Background: an optimization exercise with open tools, aiming at small area. Do not read the settings as production practice.
At most, simulation tests tie the RTL to the original design; equivalence was not proved.
No activity file was given, so power comes from the tool's default toggle rates.

==> trial 7: inputs <==
// pmp_mchk
module pmp_mchk (
  input  logic              clk300p,
  input  logic              rstn,
  input  logic              cfg_we,
  input  logic              addr_we,
  input  logic [3:0]        cfg_idx,
  input  logic [7:0]        cfg_data,
  input  logic [54:0]       addr_data,
  input  logic [1:0]        prv,
  input  logic [1:0]        mpp,
  input  logic              mprv,
  input  logic [1:0]        req_valid,
  output logic [1:0]        req_ready,
  input  logic [1:0][55:0]  req_addr,
  input  logic [1:0][1:0]   req_acc,
  output logic [1:0]        rsp_valid,
  output logic [1:0]        rsp_ok,
  output logic [15:0]       fault_cnt,
  input  logic              cnt_clr
);
clock: 6.0 ns
lec_check: 0
cap_margin: 35
core_margin: 2
core_utilization: 40
slew_margin: 35
run.sh (not shown) runs the stock make flow with config.mk's settings and CLKGATE_MAP_FILE= SYNTH_SCRIPT=/design/flow/synth_recipe.tcl, a recipe that flattens the netlist after the stock synthesis.
==> inputs of trial 70, as changes to trial 7 <==
--- a/flow/design.v
+++ b/flow/design.v
@@ -1,18 +1,20 @@
 package pmp_pkg;
   localparam int pmpaddrbits = 55;
   localparam logic [1:0] prv_m = 2'b11;
 endpackage
 module pmp_mchk_entry (
-  input  logic [53:0] w,
-  input  logic [54:0] a,
-  input  logic [54:0] mk,
-  output logic        lt,
-  output logic        napot
+  input  logic [53:0]  w,
+  input  logic [54:0]  a,
+  input  logic [14:3]  bk,
+  input  logic [12:3]  p2,
+  input  logic [12:3]  p3,
+  output logic         lt,
+  output logic         napot
 );
   logic [126:0] g, e;
-  logic [54:10] eqm;
+  logic [13:3]  blk_ok;
   for (genvar i = 0; i < 64; i++) begin : g_leaf
     if (i < 54) begin : g_real
       assign g[i] = ~w[i] & a[i];
       assign e[i] = ~(w[i] ^ a[i]);
     end else begin : g_pad
@@ -27,15 +29,74 @@
       assign g[OUT+i] = g[IN+2*i+1] | (e[IN+2*i+1] & g[IN+2*i]);
       assign e[OUT+i] = e[IN+2*i+1] & e[IN+2*i];
     end
   end
   assign lt = a[54] | g[126];
-  for (genvar i = 10; i < 54; i++) begin : g_eqm
-    assign eqm[i] = e[i] | mk[i];
-  end
-  assign eqm[54] = ~a[54] | mk[54];
-  assign napot = &eqm;
+  for (genvar k = 3; k < 13; k++) begin : g_blk
+    assign blk_ok[k] = (bk[k] | e[96+k]) &
+                       (e[4*k+1] | a[4*k]) & (e[4*k+2] | p2[k]) & (e[4*k+3] | p3[k]);
+  end
+  assign blk_ok[13] = (bk[13] | e[96+13]) & (e[53] | a[52]);
+  assign napot = (e[10] | a[9]) & (e[11] | (a[9] & a[10])) & (&blk_ok) &
+                 (~a[54] | bk[14]);
+endmodule
+module pmp_mchk_match (
+  input  logic [15:0]        cfg_tor,
+  input  logic [15:0]        cfg_nap,
+  input  logic [15:0]        av,
+  input  logic [15:0][54:0]  addr_q,
+  input  logic [15:0][14:3]  bk,
+  input  logic [15:0][12:3]  p2,
+  input  logic [15:0][12:3]  p3,
+  input  logic [53:0]        w,
+  output logic [15:0]        match
+);
+  logic        zhi;
+  logic [15:0] lt, lt_raw, nap_raw;
+  assign zhi = ~|w[53:10];
+  for (genvar e = 0; e < 16; e++) begin : g_ent
+    pmp_mchk_entry u_entry (
+      .w    (w),
+      .a    (addr_q[e]),
+      .bk   (bk[e]),
+      .p2   (p2[e]),
+      .p3   (p3[e]),
+      .lt   (lt_raw[e]),
+      .napot(nap_raw[e])
+    );
+    assign lt[e] = av[e] & lt_raw[e];
+    if (e == 0) begin : g_first
+      assign match[e] = (cfg_tor[e] & lt[e]) |
+                        (cfg_nap[e] & (av[e] ? nap_raw[e] : zhi));
+    end else begin : g_rest
+      assign match[e] = (cfg_tor[e] & ~lt[e-1] & lt[e]) |
+                        (cfg_nap[e] & (av[e] ? nap_raw[e] : zhi));
+    end
+  end
+endmodule
+module pmp_mchk_select (
+  input  logic [15:0]        cfg_l,
+  input  logic [15:0]        cfg_x,
+  input  logic [15:0]        cfg_w,
+  input  logic [15:0]        cfg_r,
+  input  logic [15:0]        match,
+  input  logic [1:0]         acc,
+  input  logic               m,
+  output logic               ok
+);
+  logic        none_ok;
+  logic [15:0] allow;
+  for (genvar e = 0; e < 16; e++) begin : g_ent
+    assign allow[e] = (m & ~cfg_l[e]) |
+                      (acc == 2'b00 ? cfg_x[e] : acc == 2'b01 ? cfg_r[e] : cfg_w[e]);
+  end
+  always_comb begin
+    none_ok = m;
+    for (int e = 15; e >= 0; e--)
+      if (match[e]) none_ok = allow[e];
+  end
+  assign ok = none_ok & (acc != 2'b11);
 endmodule
 module pmp_mchk (
   input  logic              clk300p,
   input  logic              rstn,
   input  logic              cfg_we,
@@ -57,13 +118,14 @@
 );
   logic [15:0]        cfg_l, cfg_tor, cfg_nap, cfg_x, cfg_w, cfg_r;
   logic [15:0][54:0]  addr_q;
   logic [15:0]        av;
   logic [15:0]        tor_lock, cfg_wen, addr_wen;
-  logic [15:0][54:0]  mk;
+  logic [15:0][14:3]  bk;
+  logic [15:0][12:3]  p2, p3;
   logic [1:0]         acc_en, ok_now;
-  logic [1:0][53:0]   s0_w;
+  logic [1:0][15:0]   s0_match, match_now;
   logic [1:0][1:0]    s0_acc;
   logic [1:0]         s0_m;
   logic [1:0]         v1, v2, o2;
   logic [2:0]         n_fault;
   logic [16:0]        cnt_sum;
@@ -101,55 +163,47 @@
   always_ff @(posedge clk300p) begin
     for (int i = 0; i < 16; i++)
       if (addr_wen[i]) addr_q[i] <= addr_data;
   end
   for (genvar e = 0; e < 16; e++) begin : g_mk
-    assign mk[e][9:0] = '0;
-    assign mk[e][10]  = addr_q[e][9];
-    for (genvar i = 11; i < 55; i++) begin : g_bit
-      assign mk[e][i] = mk[e][i-1] & addr_q[e][i-1];
+    assign bk[e][3] = &addr_q[e][11:9];
+    for (genvar k = 3; k < 13; k++) begin : g_blk
+      assign bk[e][k+1] = bk[e][k] & (&addr_q[e][4*k+3:4*k]);
+    end
+    assign bk[e][14] = bk[e][13] & (&addr_q[e][53:52]);
+    for (genvar k = 3; k < 13; k++) begin : g_pre
+      assign p2[e][k] = &addr_q[e][4*k+1:4*k];
+      assign p3[e][k] = &addr_q[e][4*k+2:4*k];
     end
   end
   for (genvar c = 0; c < 2; c++) begin : g_ch
-    logic [53:0] w;
-    logic [1:0]  acc;
-    logic        m, zhi, none_ok;
-    logic [15:0] lt, lt_raw, nap_raw, match, allow;
+    pmp_mchk_match u_match (
+      .cfg_tor(cfg_tor),
+      .cfg_nap(cfg_nap),
+      .av     (av),
+      .addr_q (addr_q),
+      .bk     (bk),
+      .p2     (p2),
+      .p3     (p3),
+      .w      (req_addr[c][55:2]),
+      .match  (match_now[c])
+    );
     always_ff @(posedge clk300p) begin
-      s0_w[c]   <= req_addr[c][55:2];
-      s0_acc[c] <= req_acc[c];
-      s0_m[c]   <= (((prv == pmp_pkg::prv_m) && mprv && (req_acc[c] != 2'b00)) ? mpp : prv) == pmp_pkg::prv_m;
-    end
-    assign w   = s0_w[c];
-    assign acc = s0_acc[c];
-    assign m   = s0_m[c];
-    assign zhi = ~|w[53:10];
-    for (genvar e = 0; e < 16; e++) begin : g_ent
-      pmp_mchk_entry u_entry (
-        .w    (w),
-        .a    (addr_q[e]),
-        .mk   (mk[e]),
-        .lt   (lt_raw[e]),
-        .napot(nap_raw[e])
-      );
-      assign lt[e] = av[e] & lt_raw[e];
-      if (e == 0) begin : g_first
-        assign match[e] = (cfg_tor[e] & lt[e]) |
-                          (cfg_nap[e] & (av[e] ? nap_raw[e] : zhi));
-      end else begin : g_rest
-        assign match[e] = (cfg_tor[e] & ~lt[e-1] & lt[e]) |
-                          (cfg_nap[e] & (av[e] ? nap_raw[e] : zhi));
-      end
-      assign allow[e] = (m & ~cfg_l[e]) |
-                        (acc == 2'b00 ? cfg_x[e] : acc == 2'b01 ? cfg_r[e] : cfg_w[e]);
-    end
-    always_comb begin
-      none_ok = m;
-      for (int e = 15; e >= 0; e--)
-        if (match[e]) none_ok = allow[e];
-    end
-    assign ok_now[c] = none_ok & (acc != 2'b11);
+      s0_match[c] <= match_now[c];
+      s0_acc[c]   <= req_acc[c];
+      s0_m[c]     <= (((prv == pmp_pkg::prv_m) && mprv && (req_acc[c] != 2'b00)) ? mpp : prv) == pmp_pkg::prv_m;
+    end
+    pmp_mchk_select u_select (
+      .cfg_l  (cfg_l),
+      .cfg_x  (cfg_x),
+      .cfg_w  (cfg_w),
+      .cfg_r  (cfg_r),
+      .match  (s0_match[c]),
+      .acc    (s0_acc[c]),
+      .m      (s0_m[c]),
+      .ok     (ok_now[c])
+    );
   end
   assign acc_en = req_valid & req_ready;
   always_ff @(posedge clk300p or negedge rstn) begin
     if (!rstn) begin
       v1 <= '0;
Settings changed: CTS_CLUSTER_DIAMETER set to 120, CTS_CLUSTER_SIZE set to 25.
==> summary.txt <==
Trial 70 completed without violations. Trial 7 went through all stages and came out clean. Between trial 7 and trial 70, the lower flip-flop and latch count is in trial 70 (gap 76). Clock skew: trial 70 is lower than trial 7 (0.0047 ns). Register-to-register slack: trial 7 is lower than trial 70 (2.0 ns). Total power: trial 70 is lower than trial 7 (21%). In trial 7 the synthesized cell count is larger than in trial 70, by about 12%. In trial 70 the global-route usage is lower than in trial 7, by 2.1 points. In trial 7 the first-iteration DRC count is larger than in trial 70, by about 12%. Sequential share of layout area: trial 70 is higher than trial 7 (2.0 points). In trial 70 the setup slack is better than in trial 7, by 1.0 ns.
No functional check of the RTL was part of trial 7.

## what the ideal ports hide
Ports are ideal in the flow. The routed layouts listed here were re-timed in OpenROAD.
Step 1 sets driving cells, clkbuf_16 on the clock port and buf_2 on the other inputs (assumed; they add their load-dependent delay and slew).
Step 2 also shifts input and output timing later by t, the mid clock arrival at the registers, as if the neighbouring blocks saw the same clock.
a / b / c = ideal / step 1 / step 2; a / b = the first two.
run	t, ns	setup WS [ns]	hold slack, ns	slew at the worst register clock pin (ns)	worst slew at a driven data input, ns
trial 7	0.922	0.212 / 0.212 / 0.212	0.351 / 0.351 / 0.351	0.07 / 0.07	0.21
trial 70	0.893	1.227 / 1.312 / 0.418	0.360 / 0.349 / 0.360	0.12 / 0.12	0.06
After both steps setup and hold are still met in every run listed. The setup slack of trial 70, which loses most, moves by +0.085 ns with the drivers and by -0.809 ns with both steps.
